What follows belongs to an exercise in optimizing a design on an open flow for small area and a short achievable clock period; a production flow would make more cautious choices.
The RTL was checked by simulation tests, not by an equivalence proof against the original design.
No activity file was given, so power comes from the tool's default toggle rates.

==> flow/config.mk <==
export PLATFORM = sky130hd
export DESIGN_NAME = row_skew_fifo_bank
export DESIGN_NICKNAME = row_skew_fifo_bank
export VERILOG_FILES = /design/flow/design.v
export SDC_FILE = /design/flow/constraint.sdc
export NUM_CORES = 4
export LEC_CHECK = 0
export CAP_MARGIN = 20
export CORE_MARGIN = 2
export CORE_UTILIZATION = 40
export SLEW_MARGIN = 20
==> flow/run.sh <==
#!/bin/bash
# synth_recipe.tcl (not shown) runs the flow's synth.tcl, then flattens the netlist and writes it again
# the make line also repeats each setting of config.mk as NAME=value (left out here)
make -C /OpenROAD-flow-scripts/flow DESIGN_CONFIG=/design/flow/config.mk WORK_HOME=/design/flow/orfs CLKGATE_MAP_FILE= SYNTH_SCRIPT=/design/flow/synth_recipe.tcl finish
==> flow/design.v <==
package sa_pkg;
    localparam int SA_ROW   = 9;
    localparam int SA_WIDTH = 9;
    localparam int SA_DEPTH = 16;
    typedef enum logic [1:0] {
        IDLE  = 2'd0,
        PRE   = 2'd1,
        DATA  = 2'd2,
        FLUSH = 2'd3
    } state_t;
    function automatic int cnt_width(input int n);
        cnt_width = (n > 1) ? $clog2(n) : 1;
    endfunction
endpackage
module sync_fifo
#(
    parameter int WIDTH = sa_pkg::SA_WIDTH,
    parameter int DEPTH = sa_pkg::SA_DEPTH
) (
    input  logic             i_clk,
    input  logic             i_rst_n,
    input  logic             push,
    input  logic             pop,
    input  logic [WIDTH-1:0] wdata,
    output logic [WIDTH-1:0] rdata,
    output logic             empty,
    output logic             full
);
    localparam int PW = $clog2(DEPTH);
    localparam int CW = PW + 1;
    logic [WIDTH-1:0] mem [DEPTH];
    logic [PW-1:0]    wr_ptr_q, wr_ptr_d;
    logic [PW-1:0]    rd_ptr_q, rd_ptr_d;
    logic [CW-1:0]    count_q, count_d;
    logic [WIDTH-1:0] rdata_q, rdata_d;
    logic             push_ok, pop_ok;
    assign full    = (count_q == CW'(DEPTH));
    assign empty   = (count_q == '0);
    assign push_ok = push & ~full;
    assign pop_ok  = pop & ~empty;
    assign rdata   = rdata_q;
    always_comb begin
        wr_ptr_d = wr_ptr_q;
        rd_ptr_d = rd_ptr_q;
        rdata_d  = rdata_q;
        count_d  = count_q + CW'(push_ok) - CW'(pop_ok);
        if (push_ok) begin
            wr_ptr_d = wr_ptr_q + PW'(1);
        end
        if (pop_ok) begin
            rd_ptr_d = rd_ptr_q + PW'(1);
            rdata_d  = mem[rd_ptr_q];
        end
    end
    always_ff @(posedge i_clk or negedge i_rst_n) begin
        if (!i_rst_n) begin
            wr_ptr_q <= '0;
            rd_ptr_q <= '0;
            count_q  <= '0;
            rdata_q  <= '0;
        end else begin
            wr_ptr_q <= wr_ptr_d;
            rd_ptr_q <= rd_ptr_d;
            count_q  <= count_d;
            rdata_q  <= rdata_d;
        end
    end
    always_ff @(posedge i_clk) begin
        if (push_ok) begin
            mem[wr_ptr_q] <= wdata;
        end
    end
endmodule
module row_skew_fifo_bank
#(
    parameter int ROW   = sa_pkg::SA_ROW,
    parameter int WIDTH = sa_pkg::SA_WIDTH,
    parameter int DEPTH = sa_pkg::SA_DEPTH
) (
    input  logic                 i_clk,
    input  logic                 i_rst_n,
    input  logic                 i_valid,
    input  logic                 i_last,
    input  logic [ROW*WIDTH-1:0] i_data,
    output logic                 o_ready,
    input  logic [ROW-1:0]       i_read_enable,
    output logic [ROW-1:0]       o_fifo_empty,
    output logic [ROW*WIDTH-1:0] o_data,
    output logic                 o_busy
);
    localparam int KW = sa_pkg::cnt_width(ROW);
    sa_pkg::state_t                     state_q, state_d;
    logic [KW-1:0]              k_q, k_d;
    logic [ROW-1:0]             push, full, empty;
    logic [ROW-1:0][WIDTH-1:0]  wdata, rdata;
    logic                       any_full, k_last, accept;
    assign any_full = |full;
    assign k_last   = (int'(k_q) == ROW - 2);
    assign accept   = (state_q == sa_pkg::DATA) & i_valid & ~any_full;
    always_comb begin
        state_d = state_q;
        k_d     = k_q;
        case (state_q)
            sa_pkg::IDLE: begin
                if (i_valid) begin
                    state_d = (ROW > 1) ? sa_pkg::PRE : sa_pkg::DATA;
                    k_d     = '0;
                end
            end
            sa_pkg::PRE: begin
                if (!any_full) begin
                    if (k_last) begin
                        state_d = sa_pkg::DATA;
                        k_d     = '0;
                    end else begin
                        k_d = k_q + KW'(1);
                    end
                end
            end
            sa_pkg::DATA: begin
                if (accept && i_last) begin
                    state_d = (ROW > 1) ? sa_pkg::FLUSH : sa_pkg::IDLE;
                    k_d     = '0;
                end
            end
            sa_pkg::FLUSH: begin
                if (!any_full) begin
                    if (k_last) begin
                        state_d = sa_pkg::IDLE;
                        k_d     = '0;
                    end else begin
                        k_d = k_q + KW'(1);
                    end
                end
            end
            default: begin
                state_d = sa_pkg::IDLE;
                k_d     = '0;
            end
        endcase
    end
    always_comb begin
        for (int r = 0; r < ROW; r++) begin
            push[r]  = 1'b0;
            wdata[r] = '0;
            case (state_q)
                sa_pkg::PRE:     push[r] = ~any_full & (int'(k_q) >= ROW - 1 - r);
                sa_pkg::DATA: begin
                    push[r]  = accept;
                    wdata[r] = i_data[r*WIDTH +: WIDTH];
                end
                sa_pkg::FLUSH:   push[r] = ~any_full & (int'(k_q) < ROW - 1 - r);
                default: push[r] = 1'b0;
            endcase
        end
    end
    always_ff @(posedge i_clk or negedge i_rst_n) begin
        if (!i_rst_n) begin
            state_q <= sa_pkg::IDLE;
            k_q     <= '0;
        end else begin
            state_q <= state_d;
            k_q     <= k_d;
        end
    end
    for (genvar r = 0; r < ROW; r++) begin : g_row
        sync_fifo #(
            .WIDTH (WIDTH),
            .DEPTH (DEPTH)
        ) u_fifo (
            .i_clk   (i_clk),
            .i_rst_n (i_rst_n),
            .push    (push[r]),
            .pop     (i_read_enable[r]),
            .wdata   (wdata[r]),
            .rdata   (rdata[r]),
            .empty   (empty[r]),
            .full    (full[r])
        );
    end
    assign o_ready      = (state_q == sa_pkg::DATA) & ~any_full;
    assign o_busy       = (state_q != sa_pkg::IDLE);
    assign o_fifo_empty = empty;
    assign o_data       = rdata;
endmodule
==> flow/constraint.sdc <==
create_clock -name core_clock -period 5.5 [get_ports {i_clk}]
set_input_delay 1.1000 -clock core_clock [delete_from_list [all_inputs] [get_ports {i_clk}]]
set_output_delay 1.1000 -clock core_clock [all_outputs]
set_load 0.01 [all_outputs]
==> results by group <==
Outcome
  – Status: complete, no violations

Route
  – Residual DRC: 0
  – Vias: 29000
  – Total Wirelength: 127000 um
  – Drt first pass iters: 5
  – Average wire per standard cell: 22.6 um
  – DRT iter0 DRCs: 1922
  – Antenna-violating nets left: 0
  – Via density: 5.17

Logic synthesis
  – Synth cell types: 51
  – Post-Synthesis Cell Area: 0.0604 sq mm
  – #FFs+latches synth: 1500
  – Ys flop type: edfxtp_1
  – Syn Nets: 3407
  – Number of flops mapped to enable cells by yosys: 1296
  – Post-synthesis async set-or-reset flop share: 13.6%
  – Yosys Warn Count: 2
  – Post-synthesis sequential area ratio: 72.9%
  – Syn Area/Cell: 18.9 sq um
  – Post-synthesis cell count: 3197

Floorplanning
  – Die ar.: 0.154 sq mm
  – Initial cell density of the core: 40.3%
  – I/O Pins: 186
  – Die height: 392 um
  – # rows: 142
  – Core footprint: 0.150 sq mm
  – Die width: 392 um

Global route
  – GRT Overall Usage: 16.7%
  – First-pass GRT wire length: 192000 um
  – Vias in the first global route: 30100
  – Largest net degree at the start of global routing: 89
  – Grt total ovfl: 0
  – Initial antenna violation count: 3

Setup path
  – Reg-to-Reg Start: g_row[8].u_fifo.count_q[3]
  – Crit. End Element: primary output
  – Kind of critical path: flop to primary output
  – Worst-path maximum fanout: 9
  – Critical Path Start: g_row[2].u_fifo.count_q[3]
  – Critical path arrival: 3680 ps
  – Req. time, crit path: 4400 ps
  – Type of origin of the critical path: flop

Power and ir drop
  – Sw frac: 31.5%
  – Power per standard cell area: 540 mW/mm^2
  – Int Power: 0.0259 W
  – Gate power share: 29.3%
  – Net switching power figure: 0.0119 W
  – Overall power: 0.0378 W
  – Sequential Power Share: 42.5%
  – Clk network pwr share: 28.2%
  – Leak: 24.3 nW
  – Max IR drop VDD: 0.000292 V

Finish
  – Final design utilization: 46.7%
  – Share of layout cells above drive strength 1: 18.0%
  – Finished Layout Cells: 5609
  – Number of nets in the final layout: 3666
  – Final instance area: 0.0699 sq mm
  – P&R area growth vs syn: 15.9%
  – Ant. Diodes: 0

Placement
  – Post-DP Area: 0.0647 sq mm
  – # placed instances: 5311
  – Buffers on Ports: 185
  – Dpl hpwl: 80100 um
  – GP Congestion: 0.764

Timing
  – Fmax: 0.209 GHz
  – Minimum clock period: 4780 ps
  – Worst Skew: 35.5 ps
  – Unrepaired setup endpoints after global routing: no
  – Worst Max-Slew Pin Slew: 1080 ps
  – Setup violators final: 0
  – Slew headroom: 28.1%
  – Setup Total Neg Slack: 0 ps
  – Max Transition Viols Final: 0
  – Final Hold Fails: 0
  – Final period util: 87.0%

Clock network
  – CTS Buffer Depth: 3
  – Skew-Pair Late Insertion Delay: 790 ps
  – CTS hold repair buffers: 0
  – Clock Tree Root: clkbuf_16
  – CTS clk-pin slew, worst paths: 60 ps
  – Num CTS Buffers: 159
  – Num Clock Sinks: 1500
  – H-tree depth: 4
  – # Post-CTS Setup Buffers: 0
  – Resize count post-CTS: 0
  – CTS tree: built

Min path
  – Worst min path class: input pin to async pin

Run
  – Max Cap Violations: 0
==> cells by family after synthesis <==
group                      after synthesis  share of synthesized area [%]
and+or+nand+nor                        523                           4.71
buffers and inverters                  250                           1.62
muxes                                  490                           14.8
adders and majority gates              116                           2.52
xor gates and xnor gates                90                           1.31
AOI/OAI and AO/OA                      228                           2.06
DFF                                   1500                           72.9
==> power groups by stage <==
| stage | Sequential (W) | Combinational [W] | Clock (W) |
|---|---|---|---|
| 2_1_floorplan | 0.0155 | 0.00811 | 0 |
| 3_3_place_gp | 0.0163 | 0.0111 | 0 |
| 3_5_place_dp | 0.0163 | 0.0113 | 0 |
| 4_1_cts | 0.0161 | 0.0113 | 0.0109 |
| 5_1_grt | 0.0163 | 0.0122 | 0.0114 |
| 6_report | 0.0161 | 0.0111 | 0.0107 |
==> worst paths after layout <==
path                                                to  slack (ps)  cells past startpoint
max                                            o_ready         720                      7
min                         g_row[8].u_fifo.rdata_q[2]         220                      1
max reg2reg                 g_row[0].u_fifo.count_q[4]        1450                     15
min reg2reg                 g_row[6].u_fifo.rdata_q[4]         490                      2
max in group asynchronous  g_row[0].u_fifo.rd_ptr_q[0]        4170                      2
min in group core_clock     g_row[6].u_fifo.rdata_q[4]         490                      2
==> per-layer routing <==
metal	global-route usage [%]	vias to the layer above	part of all wire [%]
met1	23.5	15100	45
met3	3.42	185	5.3
met4	5.36	0	2.4
li1	-	13100	-
met2	26.1	647	47
met5	0	-	0
==> layout by cell type (no fill, tap or decap), types with 12 or more instances in the layout <==
master           netlist  layout
o21ai_0               93      93
edfxtp_1            1296    1296
ha_1                 107     106
xor2_1                13      13
inv_1                105     105
clkinv_1               0      17
nand4_1               18      18
clkbuf_1              97      41
clkdlybuf4s50_1        0     184
nor3_1                17      17
xnor2_1               77      77
clkinvlp_4             0      12
buf_4                  9      57
mux2i_1              163     163
mux4_2               324     324
clkbuf_16              0     160
a21oi_1              108     108
clkbuf_8               0      17
nor2_1               135     135
and3_1                69      69
and2_1               114     114
nand2_1               76      76
dfrtp_1              204     193
clkinv_2               0      23
nand2b_1              22      22
==> area by class of cell <==
| cell class | instances | area (sq um) |
|---|---|---|
| inverters | 105 | 394 |
| well taps | 2016 | 2520 |
| multi-input cells | 1447 | 15400 |
| clock inverters | 80 | 860 |
| repair buffers | 243 | 2300 |
| fillers | 12600 | 79800 |
| flip-flops and latches | 1500 | 44000 |
| clock buffers | 218 | 4390 |
==> Yosys cell counts (69+ instances only) <==
| master | n | area share [%] |
|---|---|---|
| edfxtp_1 | 1296 | 64 |
| mux4_2 | 324 | 12 |
| dfrtp_1 | 204 | 8.5 |
| mux2i_1 | 163 | 2.7 |
| nor2_1 | 135 | 0.84 |
| and2_1 | 114 | 1.2 |
| a21oi_1 | 108 | 0.90 |
| ha_1 | 107 | 2.2 |
| inv_1 | 105 | 0.65 |
| clkbuf_1 | 97 | 0.60 |
| o21ai_0 | 93 | 0.77 |
| xnor2_1 | 77 | 1.1 |
| nand2_1 | 76 | 0.47 |
| and3_1 | 69 | 0.72 |
==> worst max-delay path: stages (launching register included) <==
cell	delay, ps
dfrtp_1	380
inv_1	80
ha_1	160
nor4bb_1	760
or3_1	610
inv_1	160
and3_1	270
clkdlybuf4s50_1	490
==> flip-flops by register name (all words and copies together), names as in the netlist <==
| register | cells |
|---|---|
| g_row.u_fifo.rdata_q | 81 |
| state_q | 2 |
| g_row.u_fifo.wr_ptr_q | 36 |
| g_row.u_fifo.mem | 1296 |
| g_row.u_fifo.count_q | 45 |
| k_q | 4 |
| g_row.u_fifo.rd_ptr_q | 36 |
==> per-stage QoR <==
stage	hold slack (ps)	worst slack (ps)
after detailed placement	489	1200
after CTS	218	610
after floorplan	477	1850
after global placement	481	1220
final	221	718
after global routing	247	465

separate check: timing with driven ports:
No port has a modelled driver above. Below, the same layout with a new extraction and two added sets of constraints. Step 1 sets driving cells, clkbuf_16 on the clock port and buf_2 on the other inputs (assumed; they add their load-dependent delay and slew). Step 2 moves the port delays by t, midway between the first and last clock arrival at a register: inputs arrive t later, outputs are due t later. That takes back most of the time a late clock gives input paths. a / b / c = ideal / step 1 / step 2; a / b = the first two.
t (ns): 0.847
slack for setup (ns): 0.718 / 0.645 / 1.218
worst setup path after step 2: input to register
After both steps setup and hold are still met in this run. The setup slack of this run moves by -0.073 ns with the drivers and by +0.500 ns with both steps.
